What follows belongs to an exercise in optimizing a design on an open flow for small area and a short achievable clock period; a production flow would make more cautious choices. No run shown here included a check of the RTL's function; only the layout flow was run. Power is estimated from default activity; no workload was simulated.

==> flow/design.v (outline; a module is shown in full before it is edited, if it fits) <==
// module cpu_alu_shifter: 48 lines
// module cpu_alu_mux2i: 8 lines
// module cpu_alu: 880 lines
// module cpu_alu_benc: 10 lines
// module cpu_alu_bpp: 11 lines
// module cpu_alu_benc2: 16 lines
// module cpu_alu_bpp2: 18 lines
// module cpu_alu_bppbit: 10 lines
// module cpu_alu_fa: 10 lines
// module cpu_alu_ha: 9 lines
// module cpu_alu_cpa: 1006 lines
// module cpu_alu_nand2: 3 lines
// module cpu_alu_nor2: 3 lines
// module cpu_alu_xnor2: 3 lines
// module cpu_alu_inv: 3 lines
// module cpu_alu_aoi21: 3 lines
// module cpu_alu_oai21: 3 lines
// module cpu_alu_maj3i: 3 lines
// module cpu_alu_xor2: 3 lines
// module cpu_alu_o22ai: 4 lines
// module cpu_alu_a222oi: 4 lines
// module cpu_alu_nand3: 3 lines
// module cpu_alu_and2: 3 lines
// module cpu_alu_mux2: 3 lines
module cpu_alu #(
    parameter int WIDTH = pkg_cpu_alu::ALU_WIDTH
) (
    input  logic             clk,
    input  logic             rst,
    input  logic             in_valid,
    input  logic [WIDTH-1:0] a,
    input  logic [WIDTH-1:0] b,
    input  logic [3:0]       oper,
    input  logic [3:0]       flags_in,
    output logic             out_valid,
    output logic [WIDTH-1:0] result,
    output logic [3:0]       flags_out
);
  // ...
==> flow/flow/run.sh <==
#!/bin/bash
# Standard layout, except that the port buffers are plain buf_2 cells instead of the
# resizer's default choice.
set -e
export BUFFER_PORTS_ARGS="-buffer_cell sky130_fd_sc_hd__buf_2"
bash standard.sh > standard.log 2>&1
==> flow/standard.sh <==
#!/bin/bash
# synth_recipe.tcl (not shown) runs the flow's synth.tcl, then flattens the netlist and writes it again
# the make line also repeats each setting of config.mk as NAME=value (left out here)
make -C /OpenROAD-flow-scripts/flow DESIGN_CONFIG=/design/flow/config.mk WORK_HOME=/design/flow/orfs CLKGATE_MAP_FILE= SYNTH_SCRIPT=/design/flow/synth_recipe.tcl "${@:-finish}"
==> flow/config.mk <==
export PLATFORM = sky130hd
export DESIGN_NAME = cpu_alu
export DESIGN_NICKNAME = cpu_alu
export VERILOG_FILES = /design/flow/design.v
export SDC_FILE = /design/flow/constraint.sdc
export NUM_CORES = 4
export LEC_CHECK = 0
export CAP_MARGIN = 20
export CORE_MARGIN = 2
export CORE_UTILIZATION = 65
export SETUP_SLACK_MARGIN = 3.3
export SLEW_MARGIN = 20
export SYNTH_HIERARCHICAL = 1
==> flow/constraint.sdc <==
create_clock -name core_clock -period 11.0 [get_ports {clk}]
set_input_delay 2.2000 -clock core_clock [delete_from_list [all_inputs] [get_ports {clk}]]
set_output_delay 2.2000 -clock core_clock [all_outputs]
set_load 0.01 [all_outputs]
==> qor.yml, run 1 <==
placement:
  dp.cells: 2581
  pre_cts_slack_ps: 1870
detailed_routing:
  via_count: 18700
  wl_per_cell_um: 27.0
  dr_wl_met2_um: 30000
  drc: 0
timing:
  maxSlewHeadroom_pct: 28.5
  final-max-slew-violation-count: 0
global_routing:
  use_met1_pct: 58.4
  grt_max_degree: 64
clocking:
  clk_pin_slew_ps: 60
  clock_path_buffers: 2
  cts_sinks: 36
pwr:
  powerComb_mw: 4.29
  p_seq_share_pct: 4.2
  power_frac_comb_pct: 92.5
  seq_power_mw: 0.197
die:
  die_h_um: 173
  die_w_um: 173
  core_mm2: 0.0279
min_path:
  whs_endpoint: "r_valid"
layout:
  fill_cells: 2089
  sh_seq_area_pct: 3.41
  drive_gt1_share_pct: 16.8
  nets: 2554
  final_cell_mix: "mux2i_1, xnor2_1, o22ai_1, fa_1, nand2_1"
setup_path:
  critPathKind: "input port to flip-flop"
  path_max_fanout: 16
  crit_chain: "buf_2 -> buf_12 -> xnor2_1 -> nand2_2 -> o22ai_1 -> fa_1 -> fa_1 -> fa_1 -> fa_1 -> fa_1 -> mux2i_4 -> xor2_2 -> nand2_1 -> nor2_1 -> nand2_1 -> o21ai_4 -> a21oi_2 -> o21ai_2 -> inv_1 -> o21ai_2 -> mux2i_1"
  cpMostUsedCell: "fa_1"
  cp-end-kind: "flip-flop"
job:
  cap_viol_max_count: 0
yosys:
  async_flop_share_pct: 0
  synth-main-ff-cell: "dfxtp_1"
outcome:
  status: "finished clean"
==> inputs of run 2 (changes only) <==
--- a/flow/config.mk
+++ b/flow/config.mk
@@ -10,3 +10,3 @@
 export CORE_UTILIZATION = 65
-export SETUP_SLACK_MARGIN = 3.3
+export SETUP_SLACK_MARGIN = 3.5
 export SLEW_MARGIN = 20
==> qor.yml, run 2 <==
outcome:
  status: "finished clean"
die:
  fp-row-count: 61
  die_w_um: 173  # unchanged
  num_io_pins: 112
  core_mm2: 0.0279  # unchanged
  dieArea_mm2: 0.0299
  die_h_um: 173  # unchanged
  initial_core_util_pct: 66.5
timing:
  finalSetupViolCount: 0
  worst_pin_slew_ps: 1330
  hold_viol: 0
  setup_slack_ps: 3410
  fmax_ghz: 0.132
  fin_setup_tns_ps: 0
  maxSlewHeadroom_pct: 11.4  # -17 points
  final-max-slew-violation-count: 0  # unchanged
  period_minus_slack_ps: 7590
  post-route-period-util_pct: 69.0
  rsz0062_at_grt: "yes"
yosys:
  synth.cell_area_mm2: 0.0186
  ys_seq_elements: 36
  synthTopCellsByArea: "fa_1, mux2i_1, xnor2_1, o22ai_1, xor2_1"
  synth_top_cell_by_area: "fa_1"
  synth_top_area_share_pct: 22.6
  synthCells: 2078
  synth-edff-count: 0
  yosysSeqAreaShare_pct: 3.88
  ys_types: 72
  synth-main-ff-cell: "dfxtp_1"
  synthTopCellsByCount: "mux2i_1, xnor2_1, o22ai_1"
  synth.yosys.warnings: 9
  async_flop_share_pct: 0  # unchanged
  synth_area_per_cell_um2: 8.94
  synth.most_common_cell: "mux2i_1"
detailed_routing:
  drt_iter0_drc: 3066
  wl_per_cell_um: 28.0  # +3.7%
  vias_per_cell: 7.27
  drc: 0  # unchanged
  routed_wl_um: 73800
  via_count: 19200  # +2.4%
  drt-pass1-iter-count: 10
  ant_nets: 0
setup_path:
  crit_family: "adder cells"
  required_ps: 11220
  critPathArrivalTime_ps: 7810
  critPathBufInv: 2
  critPathKind: "input port to flip-flop"
  crit_chain: "buf_2 -> buf_12 -> xnor2_4 -> nand2_2 -> o22ai_1 -> fa_1 -> fa_1 -> fa_1 -> fa_1 -> fa_2 -> mux2i_4 -> xor2_4 -> a222oi_1 -> nand3_1 -> nor2_1 -> nand2_1 -> nor2_2 -> nand2_1 -> mux2i_1"
  cp-end-kind: "flip-flop"
  cpMostUsedCell: "fa_1"
  crit_path_top_delay_cell: "fa_2"
  cp_slowest_stage_delay_ps: 660
  path_max_fanout: 16  # unchanged
  cp-start-kind: "input port"
clocking:
  htreeDepth: 2
  cts_tree: "yes"
  clock_path_buffers: 2  # unchanged
  cts_sinks: 36  # unchanged
  numCtsBuffers: 5
  clk_pin_slew_ps: 60  # about the same
  clockRootBuffer: "clkbuf_16"
layout:
  nets: 2578  # +0.94%
  synthToLayoutAreaGrowth_pct: 18.2
  drive_gt1_share_pct: 19.2  # +2.4 points
  regMostFlops: "r_result"
  layoutNonFillerInstCount: 2639
  largest_register_ffs: 32
  final_common_cell: "mux2i_1"
  reg.largest.list: "r_result (32), r_flags (3), r_valid (1)"
  final_cell_mix: "mux2i_1, xnor2_1, o22ai_1, fa_1, nand2_1"
job:
  cap_viol_max_count: 0  # unchanged
placement:
  dp_hpwl_um: 49700
  pre_cts_slack_ps: 1450  # -419 ps
  io_buffers: 109
  gp_congestion: 1.04
  dp.cells: 2573  # -0.31%
global_routing:
  grt.total_usage_pct: 45.8
  grt_overflow: 0
  grt_max_degree: 61  # -4.7%
  grt_first_pass_wirelength_um: 106000
  antenna_found_initial: 1
  grt_pass1_vias: 18500
pwr:
  p_seq_share_pct: 4.1  # about the same
  power.internal_mw: 2.12
  p_clk_share_pct: 3.2
  power_frac_comb_pct: 92.7  # +0.2 points
  power_density_mw_per_mm2: 217
  leakagePower_nw: 9.11
  total_power_mw: 4.77
  netSwitchingFraction_pct: 55.6
  p_switching_mw: 2.65
  vdd_ir_drop_max_mv: 0.658
min_path:
  whs_endpoint: "r_valid"
  hp-start: "rst"
  hold_depth: 2
  hp-class: "input port to flip-flop"
==> run 2: what timing repair did <==
action | 4_1_cts | 5_1_grt
cloned | 11 | 2
pin swaps | 17 | 23
gates resized for setup | 123 | 124
hold buffers | 0 | 0
endpoints found under the setup margin | 17 | 8
setup buffers | 18 | 26
hold endpoints to repair | 0 | 0
==> run 2: per-stage QoR <==
stage	hold WS, ps	util [%]	cell area (um2)
floorplan	2270	-	18700
global placement	2360	71.1	19900
detailed placement	2370	71.1	19900
CTS	2050	75.2	21000
global route	2070	78.6	22000
finish	2060	78.6	22000
==> run 2: power groups by stage <==
stage	clock network, mW	registers, mW	logic, mW
2_1_floorplan	0	0.226	2.44
3_3_place_gp	0	0.196	3.55
3_5_place_dp	0	0.198	3.66
4_1_cts	0.154	0.195	3.89
5_1_grt	0.156	0.198	4.67
6_report	0.154	0.195	4.42
==> run 2: how the worst max path moves through the flow <==
| stage | end | cells past startpoint | slack (ps) | from |
|---|---|---|---|---|
| finish | r_flags[0] | 19 | 3410 | b[9] |
| CTS | r_flags[0] | 18 | 3510 | a[9] |
| global route | r_flags[0] | 19 | 3370 | b[9] |
| floorplan | r_flags[1] | 19 | 3490 | b[13] |
| global placement | r_flags[1] | 20 | 1630 | b[3] |
| detailed placement | r_flags[1] | 20 | 1450 | b[3] |
==> run 2: per-layer routing <==
layer,part of all wire (%),GRT usage (%)
met5,0,0
met4,9.0,30.4
met3,14,12.6
met2,42,70.3
met1,35,56.5
==> run 2: cell families (layout without fill, tap and decap cells) <==
| kind of cell | Yosys count | after routing | synth area share (%) |
|---|---|---|---|
| flip-flops | 36 | 36 | 3.88 |
| AND/OR/NAND/NOR | 362 | 367 | 9.01 |
| AO/OA/AOI/OAI | 485 | 485 | 18.2 |
| other | 1 | 5 | 0.0202 |
| buffers and inverters | 141 | 311 | 3.32 |
| XOR/XNOR | 451 | 455 | 21.3 |
| adder cells (fa/ha/maj) | 245 | 245 | 25.0 |
| multiplexers | 357 | 357 | 19.3 |
==> run 2: per-module statistics from Yosys, one instance, submodules excluded, excerpt <==
| module | area [um2] | cells | flops+latches | copies in the design |
|---|---|---|---|---|
| cpu_alu_inv | 3.75 | 1 | 0 | 71 |
| cpu_alu_fa | 20.0 | 1 | 0 | 210 |
| cpu_alu_o22ai | 6.26 | 1 | 0 | 272 |
| cpu_alu_oai21 | 5.00 | 1 | 0 | 25 |
| cpu_alu_a222oi | 10.0 | 1 | 0 | 32 |
| cpu_alu_mux2i | 10.0 | 1 | 0 | 323 |
| cpu_alu_ha | 12.5 | 1 | 0 | 30 |
| cpu_alu_xor2 | 8.76 | 1 | 0 | 112 |
| cpu_alu_nand3 | 5.00 | 1 | 0 | 16 |
==> run 2: area by class of cell <==
| class | count | area [um2] |
|---|---|---|
| Sequential cell | 36 | 721 |
| Clock inverter | 3 | 18.8 |
| Multi-Input combinational cell | 1913 | 18500 |
| Timing Repair Buffer | 193 | 1660 |
| Antenna cell | 1 | 2.50 |
| Fill cell | 1961 | 5980 |
| Tap cell | 378 | 473 |
| Clock buffer | 5 | 125 |
| Inverter | 110 | 413 |

[static timing again, ports no longer ideal]
The results above use ideal ports. As a check the final layouts listed here were re-extracted and re-timed, cells and wires unchanged. Step 1 assumes that a clkbuf_16 drives the clock port and a buf_2 every other input. Step 2, shift: input delay + t, output delay - t, t = (earliest + latest rising clock arrival at the registers) / 2. This alone moves slack from input paths to output paths. a / b / c = no drivers / after step 1 / after step 2; a / b = the first two.
| run | shift t [ns] | slack for setup (ns) | worst hold slack (ns) |
|---|---|---|---|
| run 1 | 0.333 | 3.354 / 3.376 / 3.043 | 2.070 / 2.048 / 2.381 |
| run 2 | 0.352 | 3.407 / 3.404 / 3.052 | 2.055 / 2.031 / 2.383 |
After both steps setup and hold are still met in every run listed. For run 2, which loses most, drivers alone change the setup slack by -0.003 ns; drivers and shift together by -0.355 ns.
